Context: an optimization exercise on an open-source flow, tuned for small area and a short achievable clock period. The choices shown serve that exercise and are no tape-out recipe.
In this exercise RTL edits were held to simulation tests only and were not proved equivalent to the original.
Power figures rest on the tool's default switching activity, not on a simulated workload.

### flow/flow/run.sh
#!/bin/bash
# The standard layout, with plain buffers on the ports instead of the delay
# cells buffer_ports picks by default; hold repair adds delay where needed.
set -euo pipefail
echo 'export BUFFER_PORTS_ARGS = -buffer_cell sky130_fd_sc_hd__buf_4' >> config.mk
bash standard.sh > standard.log 2>&1
### flow/design.v
`timescale 1ns/10ps
module mshr_entry_array #(
    parameter int n_entries = 16
) (
    input  logic                         clk,
    input  logic                         rst,
    input  logic [151:0]                 upd,
    input  logic [23:0]                  req_addr,
    input  logic [n_entries-1:0]         cur_oh,
    input  logic [158:0]                 entry_rd,
    output logic [n_entries*159-1:0]     entries,
    output logic [n_entries-1:0]         valid,
    output logic [n_entries-1:0]         live,
    output logic [n_entries-1:0]         shadow,
    output logic [158:0]                 upd_rec
);
    localparam int idx_bits = $clog2(n_entries);
    logic         wr_addr, wr_state, wr_line, wr_tag, wr_wm;
    logic [2:0]   d_state;
    logic [11:0]  d_tag;
    logic [11:0]  d_addr;
    logic [127:0] d_line;
    logic [3:0]   d_wm;
    assign wr_addr  = upd[151];
    assign wr_state = upd[151] | upd[150];
    assign wr_line  = upd[151] | upd[149];
    assign wr_tag   = upd[151] | upd[148];
    assign wr_wm    = upd[151] | upd[147];
    assign d_state = upd[146:144];
    assign d_tag   = upd[143:132];
    assign d_addr  = req_addr[11:0];
    assign d_line  = upd[131:4];
    assign d_wm    = upd[3:0];
    assign upd_rec = {wr_state ? d_state : entry_rd[158:156],
                      wr_tag   ? d_tag   : entry_rd[155:144],
                      wr_addr  ? d_addr  : entry_rd[143:132],
                      wr_line  ? d_line  : entry_rd[131:4],
                      wr_wm    ? d_wm    : entry_rd[3:0]};
    logic [n_entries-1:0] sel_v;
    for (genvar i = 0; i < n_entries; i++) begin : g_entry
        logic         sel;
        logic         v_q;
        logic         live_q;
        logic [158:0] rec_q;
        assign sel = cur_oh[i];
        assign sel_v[i] = sel;
        always_ff @(posedge clk or negedge rst) begin
            if (!rst) begin
                v_q <= 1'b0;
            end else if (sel) begin
                v_q <= 1'b1;
            end
        end
        always_ff @(posedge clk or negedge rst) begin
            if (!rst) begin
                live_q <= 1'b0;
            end else if (sel) begin
                live_q <= |upd_rec[158:156];
            end
        end
        always_ff @(posedge clk) begin
            if (sel) rec_q <= upd_rec;
        end
        assign valid[i]  = v_q;
        assign live[i]   = live_q;
        assign entries[i*159 +: 159] = rec_q;
    end
    logic [19:0]          new_ts;
    logic                 new_live;
    logic [n_entries-1:0] eqn;
    assign new_ts   = upd_rec[155:136];
    assign new_live = |upd_rec[158:156];
    for (genvar j = 0; j < n_entries; j++) begin : g_eqn
        assign eqn[j] = live[j] && (entries[j*159+136 +: 20] == new_ts);
    end
    for (genvar i = 0; i < n_entries; i++) begin : g_dup
        logic [n_entries-1:0] hid;
        for (genvar j = 0; j < n_entries; j++) begin : g_with
            if (j > i) begin : g_pair
                logic dup_q;
                always_ff @(posedge clk or negedge rst) begin
                    if (!rst) begin
                        dup_q <= 1'b0;
                    end else if (sel_v[i]) begin
                        dup_q <= new_live && eqn[j];
                    end else if (sel_v[j]) begin
                        dup_q <= new_live && eqn[i];
                    end
                end
                assign hid[j] = dup_q;
            end else begin : g_none
                assign hid[j] = 1'b0;
            end
        end
        assign shadow[i] = |hid;
    end
endmodule
`timescale 1ns/10ps
module mshr_search #(
    parameter int n_entries = 16
) (
    input  logic                         clk,
    input  logic                         rst,
    input  logic [1:0]                   op,
    input  logic [23:0]                  req_addr,
    input  logic [1:0]                   fwd_msg,
    input  logic [n_entries*159-1:0]     entries,
    input  logic [n_entries-1:0]         live,
    input  logic [n_entries-1:0]         shadow,
    input  logic [158:0]                 entry_rd,
    output logic [n_entries-1:0]         cur_oh,
    output logic [n_entries-1:0]         next_oh,
    output logic                         same,
    output logic [$clog2(n_entries)-1:0] mshr_i,
    output logic                         mshr_hit,
    output logic [11:0]                  flag_cmd
);
    localparam int idx_bits = $clog2(n_entries);
    logic [n_entries-1:0] set_eq, match, is1, m_oh, f_oh;
    for (genvar g = 0; g < n_entries; g++) begin : g_cmp
        logic [2:0]  st;
        assign st        = entries[g*159+156 +: 3];
        assign is1[g]    = (st == 3'd1);
        assign set_eq[g] = (entries[g*159+136 +: 8] == req_addr[11:4]);
        assign match[g]  = live[g] && set_eq[g] &&
                           (entries[g*159+144 +: 12] == req_addr[23:12]);
    end
    function automatic logic [3:0] hi_idx(input logic [15:0] v);
        logic h3, h2, h1, h0;
        logic [7:0] a;
        logic [3:0] b;
        logic [1:0] c;
        h3 = |v[15:8];
        a  = h3 ? v[15:8] : v[7:0];
        h2 = |a[7:4];
        b  = h2 ? a[7:4] : a[3:0];
        h1 = |b[3:2];
        c  = h1 ? b[3:2] : b[1:0];
        h0 = c[1];
        hi_idx = {h3, h2, h1, h0};
    endfunction
    function automatic logic [3:0] oh_idx(input logic [15:0] v);
        oh_idx = '0;
        for (int k = 0; k < 16; k++) begin
            if (v[k]) oh_idx = oh_idx | 4'(k);
        end
    endfunction
    function automatic logic [15:0] hi_oh(input logic [15:0] v);
        logic above;
        above = 1'b0;
        for (int k = 15; k >= 0; k--) begin
            hi_oh[k] = v[k] && !above;
            above    = above || v[k];
        end
    endfunction
    logic [3:0] m_idx, f_idx;
    logic       any_match, any_set, win_is1, stall;
    assign m_idx     = oh_idx(m_oh);
    assign f_idx     = hi_idx(~live);
    assign m_oh      = match & ~shadow;
    assign f_oh      = (&live) ? 16'h0001 : hi_oh(~live);
    assign any_match = |match;
    assign any_set   = |(live & set_eq);
    assign win_is1   = |(m_oh & is1);
    assign stall     = any_match && !(fwd_msg == 2'd0 && win_is1);
    always_comb begin
        flag_cmd = '0;
        case (op)
            2'd2: begin
                flag_cmd[11] = any_set;
                flag_cmd[10] = !any_set;
            end
            2'd3: begin
                flag_cmd[9]   = stall;
                flag_cmd[8]   = !stall;
                flag_cmd[7:0] = 8'(m_idx);
            end
            default: ;
        endcase
    end
    always_comb begin
        case (op)
            2'd0:    next_oh = cur_oh;
            2'd2:    next_oh = f_oh;
            default: next_oh = any_match ? m_oh : 16'h0001;
        endcase
    end
    logic match_cur, shadow_cur, f_cur;
    assign match_cur  = (|entry_rd[158:156]) && (entry_rd[155:136] == req_addr[23:4]);
    assign shadow_cur = |(shadow & cur_oh);
    assign f_cur      = |(f_oh & cur_oh);
    always_comb begin
        case (op)
            2'd0:    same = 1'b1;
            2'd2:    same = f_cur;
            default: same = (match_cur && !shadow_cur) || (!any_match && cur_oh[0]);
        endcase
    end
    always_ff @(posedge clk or negedge rst) begin
        if (!rst) begin
            cur_oh <= n_entries'(1);
        end else begin
            cur_oh <= next_oh;
        end
    end
    always_ff @(posedge clk or negedge rst) begin
        if (!rst) begin
            mshr_i   <= '0;
            mshr_hit <= 1'b0;
        end else if (op != 2'd0) begin
            mshr_i   <= (op == 2'd2) ? f_idx : m_idx;
            mshr_hit <= (op != 2'd2) && any_match;
        end
    end
endmodule
`timescale 1ns/10ps
module mshr_stall_flags #(
    parameter int n_entries = 16
) (
    input  logic                         clk,
    input  logic                         rst,
    input  logic [11:0]                  flag_cmd,
    output logic                         set_conflict,
    output logic                         fwd_stall,
    output logic [$clog2(n_entries)-1:0] fwd_stall_entry
);
    localparam int idx_bits = $clog2(n_entries);
    always_ff @(posedge clk or negedge rst) begin
        if (!rst) begin
            set_conflict <= 1'b0;
        end else if (flag_cmd[11]) begin
            set_conflict <= 1'b1;
        end else if (flag_cmd[10]) begin
            set_conflict <= 1'b0;
        end
    end
    always_ff @(posedge clk or negedge rst) begin
        if (!rst) begin
            fwd_stall <= 1'b0;
        end else if (flag_cmd[9]) begin
            fwd_stall <= 1'b1;
        end else if (flag_cmd[8]) begin
            fwd_stall <= 1'b0;
        end
    end
    always_ff @(posedge clk or negedge rst) begin
        if (!rst) begin
            fwd_stall_entry <= '0;
        end else if (flag_cmd[9]) begin
            fwd_stall_entry <= flag_cmd[idx_bits-1:0];
        end
    end
endmodule
`timescale 1ns/10ps
module l2_mshr #(
    parameter int n_entries = 16
) (
    input  logic                         clk,
    input  logic                         rst,
    input  logic [1:0]                   op,
    input  logic [23:0]                  req_addr,
    input  logic [1:0]                   fwd_msg,
    input  logic [151:0]                 upd,
    output logic                         mshr_hit,
    output logic [$clog2(n_entries)-1:0] mshr_i,
    output logic [158:0]                 entry_rd,
    output logic                         set_conflict,
    output logic                         fwd_stall,
    output logic [$clog2(n_entries)-1:0] fwd_stall_entry
);
    logic [n_entries*159-1:0] entries;
    logic [n_entries-1:0]     valid, live, shadow;
    logic [n_entries-1:0]     cur_oh, next_oh;
    logic [11:0]              flag_cmd;
    logic [158:0]             upd_rec, rd_next;
    mshr_entry_array #(
        .n_entries (n_entries)
    ) u_array (
        .clk      (clk),
        .rst      (rst),
        .upd      (upd),
        .req_addr (req_addr),
        .cur_oh   (cur_oh),
        .entry_rd (entry_rd),
        .entries  (entries),
        .valid    (valid),
        .live     (live),
        .shadow   (shadow),
        .upd_rec  (upd_rec)
    );
    mshr_search #(
        .n_entries (n_entries)
    ) u_search (
        .clk      (clk),
        .rst      (rst),
        .op       (op),
        .req_addr (req_addr),
        .fwd_msg  (fwd_msg),
        .entries  (entries),
        .live     (live),
        .shadow   (shadow),
        .entry_rd (entry_rd),
        .cur_oh   (cur_oh),
        .next_oh  (next_oh),
        .same     (same),
        .mshr_i   (mshr_i),
        .mshr_hit (mshr_hit),
        .flag_cmd (flag_cmd)
    );
    mshr_stall_flags #(
        .n_entries (n_entries)
    ) u_flags (
        .clk             (clk),
        .rst             (rst),
        .flag_cmd        (flag_cmd),
        .set_conflict    (set_conflict),
        .fwd_stall       (fwd_stall),
        .fwd_stall_entry (fwd_stall_entry)
    );
    logic                 same;
    logic [n_entries-1:0] rsel;
    logic [3:0][158:0]    q;
    assign rsel = next_oh & valid & ~cur_oh;
    always_comb begin
        for (int k = 0; k < 4; k++) begin
            q[k] = '0;
            for (int i = 4*k; i < 4*k+4; i++) begin
                q[k] = q[k] | (entries[i*159 +: 159] & {159{rsel[i]}});
            end
        end
        rd_next = ((q[0] | q[1]) | (q[2] | q[3])) | (upd_rec & {159{same}});
    end
    always_ff @(posedge clk or negedge rst) begin
        if (!rst) begin
            entry_rd <= '0;
        end else begin
            entry_rd <= rd_next;
        end
    end
endmodule
### flow/config.mk
export PLATFORM = sky130hd
export DESIGN_NAME = l2_mshr
export DESIGN_NICKNAME = l2_mshr
export VERILOG_FILES = /design/flow/design.v
export SDC_FILE = /design/flow/constraint.sdc
export NUM_CORES = 4
export LEC_CHECK = 0
export CAP_MARGIN = 20
export CORE_MARGIN = 2
export CORE_UTILIZATION = 40
export SETUP_SLACK_MARGIN = 1.5
export SLEW_MARGIN = 20
export TNS_END_PERCENT = 10
export BUFFER_PORTS_ARGS = -buffer_cell sky130_fd_sc_hd__buf_4
### flow/standard.sh
#!/bin/bash
# synth_recipe.tcl (not shown) runs the flow's synth.tcl, then flattens the netlist and writes it again
# the make line also repeats each setting of config.mk as NAME=value (left out here)
make -C /OpenROAD-flow-scripts/flow DESIGN_CONFIG=/design/flow/config.mk WORK_HOME=/design/flow/orfs CLKGATE_MAP_FILE= SYNTH_SCRIPT=/design/flow/synth_recipe.tcl "${@:-finish}"
### flow/constraint.sdc
create_clock -name core_clock -period 4.4 [get_ports {clk}]
set_input_delay 0.8800 -clock core_clock [delete_from_list [all_inputs] [get_ports {clk}]]
set_output_delay 0.8800 -clock core_clock [all_outputs]
set_load 0.01 [all_outputs]
==> impl_metrics.py, run 1 <==
metrics = {
    "timing": {
        "fmax_mhz": 295,
        "finalCritPeriodShare": 0.771,
        "tightest_slew_ns": 1.33,
        "report.final.slew_viol_count": 0,
        "min_period_ns": 3.39,
        "timing_hold_violations_final": 0,
        "rsz0062_at_grt": "yes",
        "finClkSkew_ns": 0.0549,
        "setup_viol": 0,
        "max-slew-margin-rel": 0.115,
        "tns_ns": 0,
    },
    "placed_design": {
        "placed_area_sq_um": 134000,
        "post-dp-hpwl_um": 317000,
        "numPortBuffers": 351,
        "routabilityCongestion": 1.02,
        "dp.cells": 12343,
    },
    "drt": {
        "wl_met2_um": 227000,
        "drtIter0Drc": 15818,
        "dr.pass1.iters": 10,
        "dr_wl_met3_um": 70300,
        "vias_per_cell": 6.62,
        "drc": 0,
        "wl_per_cell_um": 40.0,
        "drt_wl_total_um": 529000,
        "met1Wirelength_um": 200000,
        "dr_total_vias": 87533,
        "ant_nets": 0,
        "highest_layer": "met5",
    },
    "floorplan": {
        "die_area_sq_um": 304000,
        "initial_core_util": 0.403,
        "dieHeight_um": 551,
        "core_sq_um": 298000,
        "row_count": 200,
        "die_x_um": 551,
        "io_pins": 352,
    },
    "setup_path": {
        "end_kind": "flop",
        "slowest_stage": "dfrtp_4",
        "crit_arrival_ns": 4.17,
        "worst_ep_required_time_ns": 5.17,
        "crit_top_cell": "buf_4",
        "critPathMaxStageDelay_ns": 0.48,
        "path_class": "reg2reg",
        "crit_path_start_kind": "flop",
        "path_max_fanout": 28,
        "path_cells": "buf_8 -> nand3b_1 -> nand4b_1 -> buf_4 -> nand2b_4 -> buf_4 -> buf_16 -> a22oi_1 -> nand4_1 -> or3_1 -> a221o_1",
    },
    "run": {
        "maxCapViolations": 0,
    },
    "clocking": {
        "clk_pin_slew_ns": 0.06,
        "cts_sinks": 2882,
        "cts_buffers": 302,
        "clock_latency_ns": 0.93,
        "cts_root_buf": "clkbuf_16",
        "cts_hold_buf": 0,
        "h-tree-depth": 5,
        "cts_tree": "done",
        "cts_max_path_buffers": 4,
    },
    "global_routing": {
        "grt_pass1_wl_um": 706000,
        "grt_max_degree": 119,
        "grt_overflow": 0,
        "antenna_found_initial": 28,
        "grt_pass1_vias": 82635,
        "grtUsageTotal": 0.337,
    },
    "worst_hold_path": {
        "hp-class": "in2async",
    },
    "synth": {
        "syn_area_per_cell_sq_um": 15.1,
        "synth_area_sq_um": 120000,
        "syn_nets": 8122,
        "ys_ff_latch": 2882,
        "synth_largest_area_cell": "edfxtp_1",
        "yosysWarnings": 4,
        "ys_async_sr_fraction": 0.117,
        "synth_edf_count": 2544,
        "netlist.area_leader.share": 0.637,
        "yosys.cell_types.count": 91,
        "synth_cells": 7940,
        "ys_top_cells_by_area": "edfxtp_1, dfrtp_1, a22oi_1",
        "yosysSeqAreaShare": 0.708,
        "synth_flop_cell": "edfxtp_1",
    },
    "pwr": {
        "vdd.ir_drop.worst_mv": 0.338,
        "power.leakage_nw": 52.0,
        "power_mw": 78.2,
        "p_per_area_nw_per_um2": 523,
    },
    "cells_and_area": {
        "fillers": 24579,
        "area_delta_synth_final_pct": 24.8,
        "finalNetCount": 9201,
        "layout_common_cells": "edfxtp_1, buf_4, nand2_1, a22oi_1, xor2_1",
        "stdcell_count": 13228,
        "fin_util": 0.503,
        "drive_gt1_frac": 0.256,
        "stdcell_area_sq_um": 150000,
        "final_common_cell": "edfxtp_1",
    },
    "outcome": {
        "status": "timing/DRC/antenna clean",
    },
}
## synth_stat cells (26+ instances only)
cell type / number
a211o_1: 31
a211oi_1: 73
a21oi_1: 146
a221o_1: 65
a221oi_1: 224
a222oi_1: 204
a22o_1: 204
a22oi_1: 506
a32oi_1: 51
and3_1: 77
buf_1: 43
buf_2: 195
buf_4: 50
clkbuf_1: 244
dfrtp_1: 337
edfxtp_1: 2544
inv_1: 50
mux2_2: 149
mux2i_1: 97
nand2_1: 600
nand3_1: 313
nand4_1: 246
nor2_1: 106
nor2b_1: 40
nor3_1: 57
nor4_1: 116
o21ai_0: 60
o21ai_1: 53
or2_2: 26
or4_1: 27
xnor2_1: 305
xor2_1: 353
## final cells by class
| cell class | count | area [sq um] | share of cell area |
|---|---|---|---|
| Multi-Input combinational cell | 4453 | 34400 | 0.230 |
| Antenna cell | 17 | 42.5 | 0.000284 |
| Sequential cell | 2882 | 84900 | 0.568 |
| Tap cell | 3939 | 4930 | 0.0330 |
| Timing Repair Buffer | 1329 | 14800 | 0.0991 |
| Clock buffer | 409 | 8540 | 0.0571 |
| Inverter | 51 | 199 | 0.00133 |
| Clock inverter | 148 | 1650 | 0.0110 |
## worst max-delay path, delay by kind of cell, from the launching register on
family,cells,cell delay [ns]
AO/OA/AOI/OAI,2,0.57
buffers and inverters,4,0.83
flip-flops,1,0.48
AND/OR/NAND/NOR,5,1.29
## power breakdown
group | switching (mW) | internal, mW
Clock | 11.1 | 15.5
Combinational | 9.63 | 5.53
Sequential | 2.45 | 34.0
Total | 23.2 | 55.1
## registers in the layout (all words and copies together) (netlist names)
name / cells
u_search.mshr_i: 4
u_flags.fwd_stall_entry: 4
u_flags.set_conflict: 1
u_search.mshr_hit: 1
u_flags.fwd_stall: 1
u_array.g_entry.v_q: 16
u_array.g_dup.g_with.g_pair.dup_q: 120
entry_rd: 159
u_array.g_entry.live_q: 16
u_array.g_entry.rec_q: 2544
u_search.cur_oh: 16
## stage by stage
stage	setup slack [ns]	hold WS, ns
4_1_cts	1.10	0.0655
3_5_place_dp	-0.124	0.444
5_1_grt	0.991	0.0899
6_report	1.01	0.0849
3_3_place_gp	-0.105	0.438
2_1_floorplan	0.841	0.425
## per-layer routing
layer,vias up,global-route usage
li1,34190,-
met1,44783,0.467
met2,7194,0.492
met3,1348,0.0845
met4,18,0.170
met5,-,0
## cells by family after synthesis
kind of cell / after synthesis / share of synthesized area
mux: 264 / 0.0254
simple gates: 1771 / 0.0780
xor+xnor: 658 / 0.0481
flops: 2882 / 0.708
compound gates: 1760 / 0.117
buf+inv: 605 / 0.0239
## path summary, 6_finish.rpt
kind | endpoint | startpoint | slack (ns) | cells past startpoint
worst min register to register | entry_rd[40]$_DFF_PN0_ | u_array.g_entry[4].rec_q[40]$_DFFE_PP_ | 0.46 | 2
worst max-delay path | entry_rd[94]$_DFF_PN0_ | u_search.cur_oh[1]$_DFF_PN0_ | 1.01 | 11
worst max register to register | entry_rd[94]$_DFF_PN0_ | u_search.cur_oh[1]$_DFF_PN0_ | 1.01 | 11
max in group asynchronous | entry_rd[14]$_DFF_PN0_ | rst | 3.07 | 2
worst min-delay path | entry_rd[108]$_DFF_PN0_ | rst | 0.08 | 1
min in group core_clock | u_flags.fwd_stall$_DFFE_PN0P_ | fwd_msg[0] | 0.27 | 3
## timing repair
| action | 4_1_cts | 5_1_grt |
|---|---|---|
| setup buffers | 191 | 65 |
| endpoints found under the setup margin | 533 | 425 |
| resized for setup | 263 | 101 |
| cloned | 43 | 12 |
| pin swaps | 89 | 55 |
==> inputs of run 2 (changes only) <==
--- a/flow/config.mk
+++ b/flow/config.mk
@@ -7,7 +7,9 @@
 export LEC_CHECK = 0
 export CAP_MARGIN = 20
 export CORE_MARGIN = 2
-export CORE_UTILIZATION = 40
+export CORE_UTILIZATION = 55
+export CTS_CLUSTER_DIAMETER = 60
+export CTS_CLUSTER_SIZE = 25
 export SETUP_SLACK_MARGIN = 1.5
 export SLEW_MARGIN = 20
 export TNS_END_PERCENT = 10
==> impl_metrics.py, run 2 <==
metrics = {
    "setup_path": {
        "path_delay_family": "simple AND/OR/NAND/NOR gates",
        "slowest_stage": "edfxtp_1",
        "critPathCapture": "entry_rd[136]$_DFF_PN0_",
        "crit_arrival_ns": 4.15,
        "crit_path_start_kind": "flop",
        "r2r_slack_ns": 0.98,
        "r2r_start": "u_array.g_entry[4].rec_q[150]$_DFFE_PP_",
        "crit_cells": 10,
        "path_max_fanout": 10,
        "critical_path_buf_inv_count": 2,
        "path_cells": "xor2_1 -> nor4_1 -> buf_4 -> and3_1 -> and4_2 -> or2_4 -> buf_12 -> nand2_1 -> nand4_1 -> a2111o_1",
        "critPathMaxStageDelay_ns": 0.48,
        "setup.worst_path.start": "u_array.g_entry[4].rec_q[150]$_DFFE_PP_",
        "reg2regPathDepth": 10,
        "worst_ep_required_time_ns": 5.14,
        "path_class": "reg2reg",
        "r2r_end": "entry_rd[136]$_DFF_PN0_",
        "end_kind": "flop",
    },
    "floorplan": {
        "row_count": 171,
        "die_area_sq_um": 222000,
        "initial_core_util": 0.552,
        "core_sq_um": 217000,
        "die_x_um": 471,
        "dieHeight_um": 471,
        "io_pins": 352,
    },
    "timing": {
        "timing_hold_violations_final": 0,
        "finClkSkew_ns": 0.0541,
        "max-slew-margin-rel": 0.0747,
        "hold_slack_ns": 0.0633,
        "setup_viol": 0,
        "tightest_slew_ns": 1.39,
        "rsz0062_at_grt": "yes",
        "min_period_ns": 3.42,
        "report.final.slew_viol_count": 0,
        "fmax_mhz": 293,
        "fin_ws_ns": 0.984,
        "finalCritPeriodShare": 0.776,
    },
    "synth": {
        "syn_area_per_cell_sq_um": 15.1,
        "netlist.area_leader.share": 0.637,
        "synth_cells": 7940,
        "ys_async_sr_fraction": 0.117,
        "synth_common_cells": "edfxtp_1, nand2_1, a22oi_1, xor2_1, dfrtp_1",
        "yosysSeqAreaShare": 0.708,
        "yosys.cell_types.count": 91,
        "synth_most_common_cell": "edfxtp_1",
        "synth_flop_cell": "edfxtp_1",
        "yosysWarnings": 4,
        "synth_area_sq_um": 120000,
        "synth_largest_area_cell": "edfxtp_1",
        "syn_nets": 8122,
        "synth_edf_count": 2544,
        "ys_ff_latch": 2882,
        "ys_top_cells_by_area": "edfxtp_1, dfrtp_1, a22oi_1",
    },
    "drt": {
        "drc": 0,
        "dr_total_vias": 85677,
        "drt_wl_total_um": 486000,
        "wl_per_cell_um": 41.1,
        "vias_per_cell": 7.26,
        "ant_nets": 0,
        "drtIter0Drc": 16491,
        "dr.pass1.iters": 11,
    },
    "clocking": {
        "cts_root_buf": "clkbuf_16",
        "cts_max_path_buffers": 3,
        "clock_latency_ns": 0.91,
        "cts_sinks": 2882,
        "clk_pin_slew_ns": 0.09,
        "cts_buffers": 184,
        "h-tree-depth": 4,
        "cts_hold_buf": 0,
        "cts_tree": "done",
    },
    "global_routing": {
        "grt_pass1_vias": 80345,
        "grt_max_degree": 122,
        "grt_pass1_wl_um": 659000,
        "grtUsageTotal": 0.430,
        "grt_overflow": 0,
        "antenna_found_initial": 18,
    },
    "cells_and_area": {
        "drive_gt1_frac": 0.233,
        "final_common_cell": "edfxtp_1",
        "multiInputGateArea_sq_um": 34200,
        "area_delta_synth_final_pct": 18.2,
        "fillers": 15410,
        "largestRegisters": "u_array.g_entry.rec_q: 2544 flops, entry_rd: 159 flops, u_array.g_dup.g_with.g_pair.dup_q: 120 flops",
        "stdcell_count": 11806,
        "layout_common_cells": "edfxtp_1, buf_4, nand2_1, a22oi_1, xor2_1",
        "largest_reg_flops": 2544,
        "seqCellArea_sq_um": 84900,
        "regMostFlops": "u_array.g_entry.rec_q",
        "finalNetCount": 8959,
    },
    "placed_design": {
        "dp.cells": 11281,
        "routabilityCongestion": 1.08,
        "post-dp-hpwl_um": 306000,
        "numPortBuffers": 351,
        "dp_slack_ns": -0.0577,
    },
    "pwr": {
        "swShare": 0.311,
        "power.leakage_nw": 48.9,
        "pwr-share-seq": 0.517,
        "internal-power_mw": 48.5,
        "comb_power_share": 0.206,
        "p_per_area_nw_per_um2": 497,
        "p_sw_mw": 21.9,
        "vdd.ir_drop.worst_mv": 0.496,
        "p_clk_frac": 0.277,
    },
    "outcome": {
        "status": "timing/DRC/antenna clean",
    },
    "run": {
        "maxCapViolations": 0,
    },
    "worst_hold_path": {
        "hp-class": "in2async",
    },
}
-- run 2: logic make-up (layout without fill, tap and decap cells) --
logic type,count (synthesis),in the layout,synth area share
XOR/XNOR,658,658,0.0481
multiplexers,264,264,0.0254
AO/OA/AOI/OAI,1760,1760,0.117
other,0,13,0
AND/OR/NAND/NOR,1771,1771,0.0780
flip-flops,2882,2882,0.708
buffers and inverters,605,1604,0.0239
-- run 2: cell type report --
| type | count | share of cell area |
|---|---|---|
| flip-flops and latches | 2882 | 0.599 |
| multi-input cells | 4453 | 0.241 |
| repair buffers | 1205 | 0.0863 |
| clock buffers | 219 | 0.0346 |
| well taps | 2854 | 0.0252 |
| clock inverters | 129 | 0.0118 |
| inverters | 51 | 0.00138 |
| diodes | 13 | 0.000230 |
-- run 2: power by group through the flow --
stage,registers (mW),logic (mW),clock network (mW)
finish,36.4,14.5,19.5
global route,36.5,14.9,20.4
CTS,36.3,13.8,19.5
detailed placement,36.8,13.0,0
global placement,36.8,12.9,0
floorplan,36.5,5.82,0
-- run 2: worst min-delay path by stage --
stage,cells past startpoint,slack (ns),startpoint,to
floorplan,2,0.42,u_array.g_entry[4].rec_q[87]$_DFFE_PP_,entry_rd[87]$_DFF_PN0_
global placement,2,0.43,u_array.g_entry[4].rec_q[119]$_DFFE_PP_,entry_rd[119]$_DFF_PN0_
detailed placement,1,0.44,u_array.g_entry[9].v_q$_DFFE_PN0P_,u_array.g_entry[9].v_q$_DFFE_PN0P_
CTS,1,0.005,rst,entry_rd[105]$_DFF_PN0_
global route,1,0.05,rst,entry_rd[108]$_DFF_PN0_
finish,1,0.06,rst,entry_rd[105]$_DFF_PN0_
-- run 2: layer usage --
layer,global-route usage,vias to the layer above,wire length (um)
li1,-,33595,-
met1,0.605,43436,180000
met2,0.624,7347,210000
met3,0.101,1289,64400
met4,0.228,10,30800
met5,0,-,223
-- run 2: timing repair --
item,in CTS,in global routing
cloned,9,5
buffers inserted,97,53
setup endpoints to repair,365,322
pin swaps,81,30
gates resized for setup,165,79
hold endpoints to repair,0,0
-- run 2: through the flow --
step           TNS [ns]  area, sq um  power, mW  utilization
6_report              0       142000       70.4        0.653
5_1_grt               0       142000       71.9        0.653
4_1_cts               0       141000       69.6        0.649
3_5_place_dp     -0.815       132000       49.9        0.609
3_3_place_gp     -27.50       132000       49.7        0.609
2_1_floorplan         0       121000       42.3            -
==> inputs of run 3 (changes only) <==
--- a/flow/config.mk
+++ b/flow/config.mk
@@ -7,7 +7,7 @@
 export LEC_CHECK = 0
 export CAP_MARGIN = 20
 export CORE_MARGIN = 2
-export CORE_UTILIZATION = 55
+export CORE_UTILIZATION = 62
 export CTS_CLUSTER_DIAMETER = 60
 export CTS_CLUSTER_SIZE = 25
 export SETUP_SLACK_MARGIN = 1.5
==> impl_metrics.py, run 3 <==
metrics = {
    "outcome": {
        "status": "timing/DRC/antenna clean",
    },
    "cells_and_area": {
        "area_delta_synth_final_pct": 17.5,
        "final_common_cell": "edfxtp_1",
        "regMostFlops": "u_array.g_entry.rec_q",
        "layout_common_cells": "edfxtp_1, buf_4, nand2_1, a22oi_1, xor2_1",
        "largestRegisters": "u_array.g_entry.rec_q: 2544 flops, entry_rd: 159 flops, u_array.g_dup.g_with.g_pair.dup_q: 120 flops",
        "fin_util": 0.732,
        "stdcell_count": 11449,
        "finalNetCount": 8938,
        "fillers": 11799,
        "stdcell_area_sq_um": 141000,
        "largest_reg_flops": 2544,
        "drive_gt1_frac": 0.227,
    },
    "setup_path": {
        "path_delay_family": "compound AO/OA/AOI/OAI gates",
        "critical_path_buf_inv_count": 2,
        "path_max_fanout": 16,
        "end_kind": "flop",
        "critPathMaxStageDelay_ns": 0.77,
        "path_cells": "xor2_1 -> nor4_1 -> nand2_1 -> buf_4 -> nor4_4 -> or2_4 -> a222oi_1 -> nand3_1 -> a2111oi_2 -> o211ai_1 -> buf_4",
        "crit_arrival_ns": 4.27,
        "slowest_stage": "a222oi_1",
        "crit_path_start_kind": "flop",
        "crit_top_cell": "buf_4",
        "path_class": "reg2reg",
        "worst_ep_required_time_ns": 5.16,
    },
    "clocking": {
        "cts_buffers": 176,
        "cts_tree": "done",
        "cts_sinks": 2882,
        "clk_pin_slew_ns": 0.09,
        "clock_latency_ns": 0.90,
        "h-tree-depth": 4,
        "cts_root_buf": "clkbuf_16",
        "cts_max_path_buffers": 3,
    },
    "worst_hold_path": {
        "hp-class": "in2async",
    },
    "synth": {
        "yosysWarnings": 4,
        "synth_largest_area_cell": "edfxtp_1",
        "synth_edf_count": 2544,
        "synth_cells": 7940,
        "netlist.area_leader.share": 0.637,
        "yosysSeqAreaShare": 0.708,
        "ys_top_cells_by_area": "edfxtp_1, dfrtp_1, a22oi_1",
        "ys_ff_latch": 2882,
        "synth_most_common_cell": "edfxtp_1",
        "synth_flop_cell": "edfxtp_1",
        "yosys.cell_types.count": 91,
        "syn_area_per_cell_sq_um": 15.1,
        "syn_nets": 8122,
        "ys_async_sr_fraction": 0.117,
        "synth_common_cells": "edfxtp_1, nand2_1, a22oi_1, xor2_1, dfrtp_1",
        "synth_area_sq_um": 120000,
    },
    "floorplan": {
        "dieHeight_um": 444,
        "die_x_um": 444,
        "core_sq_um": 192000,
        "initial_core_util": 0.623,
        "die_area_sq_um": 197000,
        "io_pins": 352,
        "row_count": 161,
    },
    "drt": {
        "drt_wl_total_um": 485000,
        "ant_nets": 0,
        "drc": 0,
        "drtIter0Drc": 18084,
        "vias_per_cell": 7.67,
        "dr_total_vias": 87763,
        "dr.pass1.iters": 10,
        "wl_per_cell_um": 42.3,
    },
    "timing": {
        "fmax_mhz": 284,
        "tightest_slew_ns": 1.14,
        "finClkSkew_ns": 0.0668,
        "max-slew-margin-rel": 0.240,
        "report.final.slew_viol_count": 0,
        "timing_hold_violations_final": 0,
        "fin_ws_ns": 0.882,
        "min_period_ns": 3.52,
        "setup_viol": 0,
        "rsz0062_at_grt": "yes",
        "tns_ns": 0,
        "finalCritPeriodShare": 0.799,
    },
    "run": {
        "maxCapViolations": 0,
    },
    "placed_design": {
        "numPortBuffers": 351,
        "post-dp-hpwl_um": 300000,
        "dp.cells": 10913,
        "routabilityCongestion": 1.09,
        "dp_slack_ns": 0.0505,
        "placed_area_sq_um": 131000,
    },
    "global_routing": {
        "antenna_found_initial": 31,
        "grt_pass1_wl_um": 654000,
        "grtUsageTotal": 0.482,
        "grt_overflow": 0,
        "grt_pass1_vias": 82069,
        "grt_max_degree": 126,
    },
    "pwr": {
        "p_per_area_nw_per_um2": 495,
        "vdd.ir_drop.worst_mv": 0.580,
        "power.leakage_nw": 48.7,
    },
}
-- run 3: cell types whose count changed in the layout (fill, tap and decap cells not counted), sizes merged --
cell,delta
buf,-16
bufbuf,+5
bufinv,-5
clkbuf,-5
clkinvlp,-5
diode,+5
inv,-8
-- run 3: power by group --
group / total [mW] / internal [mW] / switching (mW)
logic: 14.6 / 5.30 / 9.27
clock network: 18.6 / 8.59 / 10.1
registers: 36.5 / 34.0 / 2.49
-- run 3: layout make-up --
type | count | area, sq um | area share
Tap cell | 2526 | 3160 | 0.0224
Antenna cell | 18 | 45.0 | 0.000320
Timing Repair Buffer | 1192 | 12200 | 0.0869
Sequential cell | 2882 | 84900 | 0.603
Clock buffer | 216 | 4710 | 0.0335
Inverter | 51 | 191 | 0.00136
Multi-Input combinational cell | 4453 | 34100 | 0.242
Clock inverter | 111 | 1470 | 0.0104
-- run 3: timing repair --
action	4_1_cts	5_1_grt
hold buffers	0	0
resized for setup	133	106
pin swaps	63	64
gates cloned	16	3
buffers inserted	85	87
endpoints found under the setup margin	451	488
-- run 3: cell families after synthesis --
kind of cell / synth area share
AO/OA/AOI/OAI: 0.117
flip-flops: 0.708
multiplexers: 0.0254
XOR/XNOR: 0.0481
AND/OR/NAND/NOR: 0.0780
buffers and inverters: 0.0239
-- run 3: path summary, 6_finish.rpt --
kind                                           endpoint                                startpoint  depth (start not counted)  slack, ns
max                             entry_rd[146]$_DFF_PN0_  u_array.g_entry[14].rec_q[152]$_DFFE_PP_                         11       0.88
max in group asynchronous       entry_rd[104]$_DFF_PN0_                                       rst                          2       3.19
min in group core_clock    u_search.cur_oh[4]$_DFF_PN0_                                     op[0]                          2       0.41
max reg2reg                     entry_rd[146]$_DFF_PN0_  u_array.g_entry[14].rec_q[152]$_DFFE_PP_                         11       0.88
min                             entry_rd[122]$_DFF_PN0_                                       rst                          1       0.08
min reg2reg                      entry_rd[59]$_DFF_PN0_    u_array.g_entry[0].rec_q[59]$_DFFE_PP_                          2       0.46
-- run 3: per-stage QoR --
stage          hold slack (ns)  power [mW]
3_3_place_gp             0.437        49.5
5_1_grt                 0.0843        70.8
2_1_floorplan            0.425        42.3
4_1_cts                 0.0185        68.5
6_report                0.0805        69.7
3_5_place_dp             0.432        49.8
-- run 3: metal layers --
layer  up-vias  routed length, um  global-route usage
met5         -                227                   0
met2      9043             208000               0.695
li1      33516                  -                   -
met4        28              35300               0.281
met1     43398             162000               0.652
met3      1778              78800               0.148
-- run 3: worst register-to-register path, stage by stage, from the launching register on --
cell and delay [ns]:
edfxtp_1 0.56, xor2_1 0.37, nor4_1 0.09, nand2_1 0.08, buf_4 0.15, nor4_4 0.08
or2_4 0.45, a222oi_1 0.80, nand3_1 0.22, a2111oi_2 0.25, o211ai_1 0.16, buf_4 0.16
==> inputs of run 4 (changes only) <==
--- a/flow/design.v
+++ b/flow/design.v
@@ -74,25 +74,40 @@
         assign eqn[j] = live[j] && (entries[j*159+136 +: 20] == new_ts);
     end
     for (genvar i = 0; i < n_entries; i++) begin : g_dup
-        logic [n_entries-1:0] hid;
+        logic [n_entries-1:0] hid_d;
+        logic                 shadow_q;
         for (genvar j = 0; j < n_entries; j++) begin : g_with
             if (j > i) begin : g_pair
-                logic dup_q;
+                logic dup_q, dup_d;
+                always_comb begin
+                    if (sel_v[i]) begin
+                        dup_d = new_live && eqn[j];
+                    end else if (sel_v[j]) begin
+                        dup_d = new_live && eqn[i];
+                    end else begin
+                        dup_d = dup_q;
+                    end
+                end
                 always_ff @(posedge clk or negedge rst) begin
                     if (!rst) begin
                         dup_q <= 1'b0;
-                    end else if (sel_v[i]) begin
-                        dup_q <= new_live && eqn[j];
-                    end else if (sel_v[j]) begin
-                        dup_q <= new_live && eqn[i];
+                    end else begin
+                        dup_q <= dup_d;
                     end
                 end
-                assign hid[j] = dup_q;
+                assign hid_d[j] = dup_d;
             end else begin : g_none
-                assign hid[j] = 1'b0;
+                assign hid_d[j] = 1'b0;
             end
         end
-        assign shadow[i] = |hid;
+        always_ff @(posedge clk or negedge rst) begin
+            if (!rst) begin
+                shadow_q <= 1'b0;
+            end else begin
+                shadow_q <= |hid_d;
+            end
+        end
+        assign shadow[i] = shadow_q;
     end
 endmodule
 `timescale 1ns/10ps
@@ -272,7 +287,7 @@
     logic [n_entries-1:0]     valid, live, shadow;
     logic [n_entries-1:0]     cur_oh, next_oh;
     logic [11:0]              flag_cmd;
-    logic [158:0]             upd_rec, rd_next;
+    logic [158:0]             upd_rec;
     mshr_entry_array #(
         .n_entries (n_entries)
     ) u_array (
@@ -319,22 +334,26 @@
     );
     logic                 same;
     logic [n_entries-1:0] rsel;
-    logic [3:0][158:0]    q;
+    logic [158:0]         rd_lo_d, rd_hi_d, rd_lo_q, rd_hi_q;
     assign rsel = next_oh & valid & ~cur_oh;
     always_comb begin
-        for (int k = 0; k < 4; k++) begin
-            q[k] = '0;
-            for (int i = 4*k; i < 4*k+4; i++) begin
-                q[k] = q[k] | (entries[i*159 +: 159] & {159{rsel[i]}});
-            end
+        rd_lo_d = '0;
+        rd_hi_d = upd_rec & {159{same}};
+        for (int i = 0; i < n_entries/2; i++) begin
+            rd_lo_d = rd_lo_d | (entries[i*159 +: 159] & {159{rsel[i]}});
+        end
+        for (int i = n_entries/2; i < n_entries; i++) begin
+            rd_hi_d = rd_hi_d | (entries[i*159 +: 159] & {159{rsel[i]}});
         end
-        rd_next = ((q[0] | q[1]) | (q[2] | q[3])) | (upd_rec & {159{same}});
     end
     always_ff @(posedge clk or negedge rst) begin
         if (!rst) begin
-            entry_rd <= '0;
+            rd_lo_q <= '0;
+            rd_hi_q <= '0;
         end else begin
-            entry_rd <= rd_next;
+            rd_lo_q <= rd_lo_d;
+            rd_hi_q <= rd_hi_d;
         end
     end
+    assign entry_rd = rd_lo_q | rd_hi_q;
 endmodule
--- a/flow/config.mk
+++ b/flow/config.mk
@@ -7,7 +7,7 @@
 export LEC_CHECK = 0
 export CAP_MARGIN = 20
 export CORE_MARGIN = 2
-export CORE_UTILIZATION = 62
+export CORE_UTILIZATION = 55
 export CTS_CLUSTER_DIAMETER = 60
 export CTS_CLUSTER_SIZE = 25
 export SETUP_SLACK_MARGIN = 1.5
==> impl_metrics.py, run 4 <==
metrics = {
    "setup_path": {
        "crit_arrival_ns": 4.02,
        "crit_path_start_kind": "flop",
        "path_max_fanout": 7,
        "worst_ep_required_time_ns": 5.21,
        "crit_top_cell": "buf_4",
        "slowest_stage": "a222oi_1",
        "end_kind": "flop",
        "r2r_slack_ns": 1.18,
        "path_cells": "a222oi_1 -> nand3_1 -> nor4_2 -> buf_4 -> nand3_4 -> o41ai_4 -> buf_4 -> buf_12 -> buf_12 -> buf_4 -> buf_16 -> o211ai_1 -> nand4_1",
        "path_class": "reg2reg",
        "critPathMaxStageDelay_ns": 0.58,
    },
    "timing": {
        "fmax_mhz": 311,
        "tightest_slew_ns": 1.27,
        "finClkSkew_ns": 0.0539,
        "finalCritPeriodShare": 0.731,
        "fin_ws_ns": 1.18,
        "timing_hold_violations_final": 1,
        "hold_slack_ns": -0.0377,
        "rsz0062_at_grt": "yes",
        "min_period_ns": 3.22,
        "report.final.slew_viol_count": 0,
        "setup_viol": 0,
        "max-slew-margin-rel": 0.144,
    },
    "cells_and_area": {
        "fin_util": 0.648,
        "area_delta_synth_final_pct": 17.5,
        "finalNetCount": 9390,
        "largest_reg_flops": 2544,
        "final_common_cell": "edfxtp_1",
        "layout_common_cells": "edfxtp_1, buf_4, nand4_1, dfrtp_1, a22oi_1",
        "regMostFlops": "u_array.g_entry.rec_q",
        "largestRegisters": "u_array.g_entry.rec_q: 2544 flops, rd_hi_q: 159 flops, rd_lo_q: 159 flops",
        "drive_gt1_frac": 0.205,
    },
    "placed_design": {
        "post-dp-hpwl_um": 269000,
        "dp_slack_ns": -0.0960,
        "routabilityCongestion": 1.00,
        "numPortBuffers": 351,
    },
    "drt": {
        "vias_per_cell": 7.00,
        "drt_wl_total_um": 452000,
        "drtIter0Drc": 12876,
        "dr_total_vias": 86720,
        "drc": 0,
        "dr.pass1.iters": 9,
        "ant_nets": 0,
        "wl_per_cell_um": 36.5,
    },
    "clocking": {
        "h-tree-depth": 4,
        "cts_hold_buf": 0,
        "cts_buffers": 190,
        "cts_tree": "done",
        "clk_pin_slew_ns": 0.09,
        "cts_root_buf": "clkbuf_16",
        "cts_max_path_buffers": 3,
        "cts_sinks": 3055,
        "clock_latency_ns": 0.89,
    },
    "floorplan": {
        "die_x_um": 478,
        "row_count": 174,
        "die_area_sq_um": 229000,
        "core_sq_um": 224000,
        "initial_core_util": 0.552,
        "dieHeight_um": 478,
        "io_pins": 352,
    },
    "synth": {
        "syn_area_per_cell_sq_um": 14.5,
        "ys_top_cells_by_area": "edfxtp_1, dfrtp_1, xnor2_1",
        "synth_edf_count": 2544,
        "yosys.cell_types.count": 84,
        "syn_nets": 8699,
        "synth_area_sq_um": 124000,
        "synth_largest_area_cell": "edfxtp_1",
        "synth_flop_cell": "edfxtp_1",
        "ys_async_sr_fraction": 0.167,
        "synth_cells": 8517,
        "yosysSeqAreaShare": 0.721,
        "netlist.area_leader.share": 0.618,
        "yosysWarnings": 4,
        "ys_ff_latch": 3055,
        "synth_most_common_cell": "edfxtp_1",
        "synth_common_cells": "edfxtp_1, nand4_1, clkbuf_1, dfrtp_1, a22oi_1",
    },
    "pwr": {
        "vdd.ir_drop.worst_mv": 0.489,
        "comb_power_share": 0.223,
        "p_sw_mw": 23.2,
        "power_mw": 74.1,
        "internal-power_mw": 50.9,
        "pwr-share-seq": 0.504,
        "p_clk_frac": 0.273,
        "swShare": 0.313,
        "p_per_area_nw_per_um2": 510,
        "power.leakage_nw": 51.1,
    },
    "global_routing": {
        "grtUsageTotal": 0.385,
        "grt_pass1_vias": 81952,
        "grt_max_degree": 124,
        "grt_overflow": 0,
        "antenna_found_initial": 25,
        "grt_pass1_wl_um": 624000,
    },
    "outcome": {
        "check.faults": "negative hold slack",
        "status": "finished with violations",
    },
    "run": {
        "maxCapViolations": 0,
    },
    "worst_hold_path": {
        "hp-class": "in2async",
    },
}
==> run 4: per-stage QoR <==
| step | std cells | cell area (sq um) | setup TNS, ns | hold slack [ns] |
|---|---|---|---|---|
| final | 12382 | 145000 | 0 | -0.0377 |
| after detailed placement | 11827 | 135000 | -0.211 | 0.454 |
| after CTS | 12293 | 144000 | 0 | 0.0679 |
| after floorplan | 8517 | 126000 | 0 | 0.428 |
| after global placement | 11825 | 135000 | -17.87 | 0.454 |
| after global routing | 12374 | 145000 | 0 | 0.0165 |
==> run 4: power groups by stage <==
stage / clock network [mW] / registers [mW] / logic (mW)
final: 20.2 / 37.3 / 16.5
after global routing: 21.3 / 37.5 / 17.2
after CTS: 20.3 / 37.3 / 15.6
after detailed placement: 0 / 37.9 / 15.0
after global placement: 0 / 37.8 / 14.7
after floorplan: 0 / 37.6 / 7.49
==> run 4: final timing paths <==
path | from | to | depth (start not counted)
worst min register to register | u_array.g_entry[1].rec_q[93]$_DFFE_PP_ | rd_lo_q[93]$_DFF_PN0_ | 1
worst min-delay path | rst | rd_hi_q[144]$_DFF_PN0_ | 1
max in group asynchronous | rst | u_array.g_dup[0].g_with[4].g_pair.dup_q$_DFF_PN0_ | 3
worst max-delay path | u_search.cur_oh[10]$_DFF_PN0_ | rd_hi_q[6]$_DFF_PN0_ | 13
min in group core_clock | upd[36] | u_array.g_entry[14].rec_q[36]$_DFFE_PP_ | 3
worst max register to register | u_search.cur_oh[10]$_DFF_PN0_ | rd_hi_q[6]$_DFF_PN0_ | 13
==> run 4: cell type report <==
cell class              instances  area, sq um
clock buffers                 220         4970
flip-flops and latches       3055        89300
clock inverters               140         1840
inverters                     218          828
well taps                    2992         3740
fillers                     16217        78900
repair buffers               1176        11900
diodes                         14         35.0
multi-input cells            4567        32700
==> run 4: cells by family (layout without fill, tap and decap cells) <==
group	count (synthesis)	in the layout	share of synthesized area
flops	3055	3055	0.721
simple gates	2107	2108	0.0942
compound gates	1983	1983	0.122
buf+inv	896	1754	0.0287
xor+xnor	407	407	0.0288
mux	69	69	0.00573
other cells	0	14	0
==> run 4: worst max-delay path: cells and delay by family (launching register included) <==
family                 cells  cell delay (ns)
AO/OA/AOI/OAI              3             0.93
buffers and inverters      6             0.94
flip-flops                 1             0.52
AND/OR/NAND/NOR            4             0.74
==> run 4: per-layer routing <==
layer,vias to the layer above,global-route usage,wire length (um)
met4,14,0.163,21700
met1,44367,0.548,174000
li1,35308,-,-
met5,-,0,93
met3,1076,0.0861,54400
met2,5955,0.575,202000
==> run 4: repair_timing <==
item | CTS | global route
gates cloned | 20 | 20
setup buffers | 86 | 54
resized for setup | 143 | 56
pin swaps | 83 | 74
endpoints found under the setup margin | 659 | 493
==> inputs of run 5 (changes only) <==
--- a/flow/config.mk
+++ b/flow/config.mk
@@ -10,6 +10,7 @@
 export CORE_UTILIZATION = 55
 export CTS_CLUSTER_DIAMETER = 60
 export CTS_CLUSTER_SIZE = 25
+export HOLD_SLACK_MARGIN = 0.05
 export SETUP_SLACK_MARGIN = 1.5
 export SLEW_MARGIN = 20
 export TNS_END_PERCENT = 10
==> impl_metrics.py, run 5 <==
metrics = {
    "clocking": {
        "cts_sinks": 3055,
        "cts_tree": "done",
        "cts_root_buf": "clkbuf_16",
        "h-tree-depth": 4,
        "cts_buffers": 190,
        "cts_max_path_buffers": 3,
        "clock_latency_ns": 0.89,
        "clk_pin_slew_ns": 0.10,
    },
    "setup_path": {
        "worst_ep_required_time_ns": 5.21,
        "critical_path_buf_inv_count": 6,
        "path_delay_family": "buffers and inverters",
        "path_cells": "a222oi_1 -> nand3_1 -> nor4_2 -> buf_4 -> nand3_4 -> o41ai_4 -> buf_4 -> buf_12 -> buf_12 -> buf_4 -> buf_16 -> o211ai_1 -> nand4_1",
        "crit_path_start_kind": "flop",
        "path_max_fanout": 7,
        "crit_top_cell": "buf_4",
        "crit_arrival_ns": 4.03,
        "end_kind": "flop",
        "path_class": "reg2reg",
        "slowest_stage": "a222oi_1",
        "critPathMaxStageDelay_ns": 0.59,
    },
    "pwr": {
        "p_per_area_nw_per_um2": 510,
        "power_mw": 74.1,
        "power.leakage_nw": 51.1,
        "vdd.ir_drop.worst_mv": 0.492,
    },
    "global_routing": {
        "antenna_found_initial": 25,
        "grt_overflow": 0,
        "grtUsageTotal": 0.385,
        "grt_pass1_vias": 81952,
        "grt_max_degree": 124,
        "grt_pass1_wl_um": 624000,
    },
    "timing": {
        "finalCritPeriodShare": 0.731,
        "tns_ns": 0,
        "fin_ws_ns": 1.18,
        "rsz0062_at_grt": "yes",
        "finClkSkew_ns": 0.0581,
        "report.final.slew_viol_count": 0,
        "setup_viol": 0,
        "min_period_ns": 3.22,
        "max-slew-margin-rel": 0.165,
        "timing_hold_violations_final": 0,
        "fmax_mhz": 311,
        "tightest_slew_ns": 1.24,
    },
    "floorplan": {
        "row_count": 174,
        "io_pins": 352,
        "initial_core_util": 0.552,
        "core_sq_um": 224000,
        "die_x_um": 478,
        "dieHeight_um": 478,
        "die_area_sq_um": 229000,
    },
    "cells_and_area": {
        "regMostFlops": "u_array.g_entry.rec_q",
        "layout_common_cells": "edfxtp_1, buf_4, nand4_1, dfrtp_1, a22oi_1",
        "stdcell_area_sq_um": 145000,
        "stdcell_count": 12384,
        "largestRegisters": "u_array.g_entry.rec_q: 2544 flops, rd_hi_q: 159 flops, rd_lo_q: 159 flops",
        "finalNetCount": 9391,
        "largest_reg_flops": 2544,
        "fillers": 16215,
        "area_delta_synth_final_pct": 17.5,
        "drive_gt1_frac": 0.205,
        "final_common_cell": "edfxtp_1",
    },
    "synth": {
        "yosysWarnings": 4,
        "synth_top_family_by_area": "compound AO/OA/AOI/OAI gates",
        "syn_nets": 8699,
        "synth_most_common_cell": "edfxtp_1",
        "synthSimpleGateAreaFrac": 0.0942,
        "synth_compound_area_frac": 0.122,
        "synth_flop_cell": "edfxtp_1",
        "ys_top_cells_by_area": "edfxtp_1, dfrtp_1, xnor2_1",
        "synth_xor_area_frac": 0.0288,
        "ys_async_sr_fraction": 0.167,
        "syn_area_per_cell_sq_um": 14.5,
        "synthMuxAreaShare": 0.00573,
        "yosys.cell_types.count": 84,
        "synth_common_cells": "edfxtp_1, nand4_1, clkbuf_1, dfrtp_1, a22oi_1",
        "netlist.area_leader.share": 0.618,
        "synth_area_sq_um": 124000,
        "synth_cells": 8517,
        "ys_ff_latch": 3055,
        "synth_fa_ha_area_frac": 0,
        "synth_largest_area_cell": "edfxtp_1",
        "yosysSeqAreaShare": 0.721,
        "synth_edf_count": 2544,
    },
    "placed_design": {
        "numPortBuffers": 351,
        "routabilityCongestion": 1.00,
        "post-dp-hpwl_um": 269000,
        "dp.cells": 11827,
        "placed_area_sq_um": 135000,
        "dp_slack_ns": -0.0960,
    },
    "drt": {
        "ant_nets": 0,
        "dr_total_vias": 86970,
        "vias_per_cell": 7.02,
        "drtIter0Drc": 13126,
        "wl_per_cell_um": 36.5,
        "drc": 0,
        "dr.pass1.iters": 6,
        "drt_wl_total_um": 452000,
    },
    "outcome": {
        "status": "timing/DRC/antenna clean",
    },
    "worst_hold_path": {
        "hp-class": "in2reg",
    },
    "run": {
        "maxCapViolations": 0,
    },
}
## run 5: cell counts after synthesis
No cell type changed its count.
## run 5: path summary, 6_finish.rpt
| path | start | slack, ns | cells after the start | endpoint |
|---|---|---|---|---|
| hold reg to reg | u_array.g_entry[1].rec_q[62]$_DFFE_PP_ | 0.46 | 1 | rd_lo_q[62]$_DFF_PN0_ |
| hold / removal | upd[36] | 0.44 | 3 | u_array.g_entry[14].rec_q[36]$_DFFE_PP_ |
| min in group asynchronous | rst | 0.54 | 2 | rd_hi_q[144]$_DFF_PN0_ |
| max in group asynchronous | rst | 2.42 | 4 | u_array.g_dup[0].g_with[4].g_pair.dup_q$_DFF_PN0_ |
| setup reg to reg | u_search.cur_oh[10]$_DFF_PN0_ | 1.18 | 13 | rd_hi_q[6]$_DFF_PN0_ |
| setup / recovery | u_search.cur_oh[10]$_DFF_PN0_ | 1.18 | 13 | rd_hi_q[6]$_DFF_PN0_ |
## run 5: power breakdown
group / leakage (nW) / switching, mW / internal (mW) / total [mW]
clock network: 3.25 / 10.6 / 9.61 / 20.2
logic: 17.9 / 10.9 / 5.64 / 16.5
registers: 29.9 / 1.70 / 35.6 / 37.3
## run 5: cell families after synthesis
| kind of cell | Yosys count |
|---|---|
| DFF | 3055 |
| and+or+nand+nor | 2107 |
| AOI/OAI and AO/OA | 1983 |
| buffers and inverters | 896 |
| xor gates and xnor gates | 407 |
| muxes | 69 |
## run 5: through the flow
step | hold slack [ns] | utilization
6_report | 0.438 | 0.648
5_1_grt | 0.447 | 0.648
4_1_cts | 0.0679 | 0.643
3_5_place_dp | 0.454 | 0.604
3_3_place_gp | 0.454 | 0.603
2_1_floorplan | 0.428 | -
## run 5: final cells by class
class / count / area, sq um / area share
multi-input cells: 4567 / 32700 / 0.225
clock inverters: 140 / 1840 / 0.0126
diodes: 15 / 37.5 / 0.000258
clock buffers: 220 / 4970 / 0.0342
flip-flops and latches: 3055 / 89300 / 0.614
well taps: 2992 / 3740 / 0.0258
inverters: 218 / 828 / 0.00570
repair buffers: 1177 / 11900 / 0.0822
## run 5: worst min-delay path, cell delays in order
cell and delay (ns):
buf_4 0.08, nand2_1 0.04, o21ai_0 0.16
## run 5: what timing repair did
item / CTS / global route
hold buffers: 0 / 1
hold endpoints to repair: 0 / 1
buffers inserted: 86 / 54
resized for setup: 143 / 56
endpoints found under the setup margin: 659 / 493
gates cloned: 20 / 20
pin swaps: 83 / 74
## run 5: metal layers
layer	global-route usage	vias up	routed length, um
met4	0.163	16	21600
met5	0	-	155
met2	0.575	5980	202000
met1	0.548	44558	174000
met3	0.0861	1088	54000
li1	-	35328	-

re-timing with driven ports:
The results above use ideal ports. As a check the final layouts listed here were re-extracted and re-timed, cells and wires unchanged.
Step 1, drivers: a clkbuf_16 drives clk and a buf_2 each remaining input, both assumed.
Step 2 adds t to the input delays and takes it off the output delays; t is the mean of the earliest and latest rising clock arrival at the registers after step 1. Input paths then give back, and output paths get back, about the clock's delay inside the block.
Slacks: ideal / step 1 / step 2; pairs: ideal / step 1.
| run | shift t [ns] | slack for setup (ns) | hold slack, ns | clock arrival spread, ns | worst data-port slew with drivers (ns) |
|---|---|---|---|---|---|
| run 1 | 1.003 | 1.008 / 1.008 / 0.111 | 0.085 / 0.051 / 0.457 | 0.055 / 0.056 | 0.15 |
| run 2 | 0.980 | 0.984 / 0.984 / 0.120 | 0.063 / 0.016 / 0.465 | 0.055 / 0.055 | 0.08 |
| run 3 | 0.963 | 0.882 / 0.882 / 0.042 | 0.081 / 0.042 / 0.459 | 0.067 / 0.068 | 0.10 |
| run 4 | 0.955 | 1.185 / 1.162 / 0.289 | -0.038 / -0.080 / 0.470 | 0.054 / 0.054 | 0.16 |
| run 5 | 0.961 | 1.183 / 1.161 / 0.288 | 0.438 / 0.368 / 0.463 | 0.058 / 0.058 | 0.17 |
For run 1, which loses most, drivers alone change the setup slack by 0.000 ns; drivers and shift together by -0.897 ns.
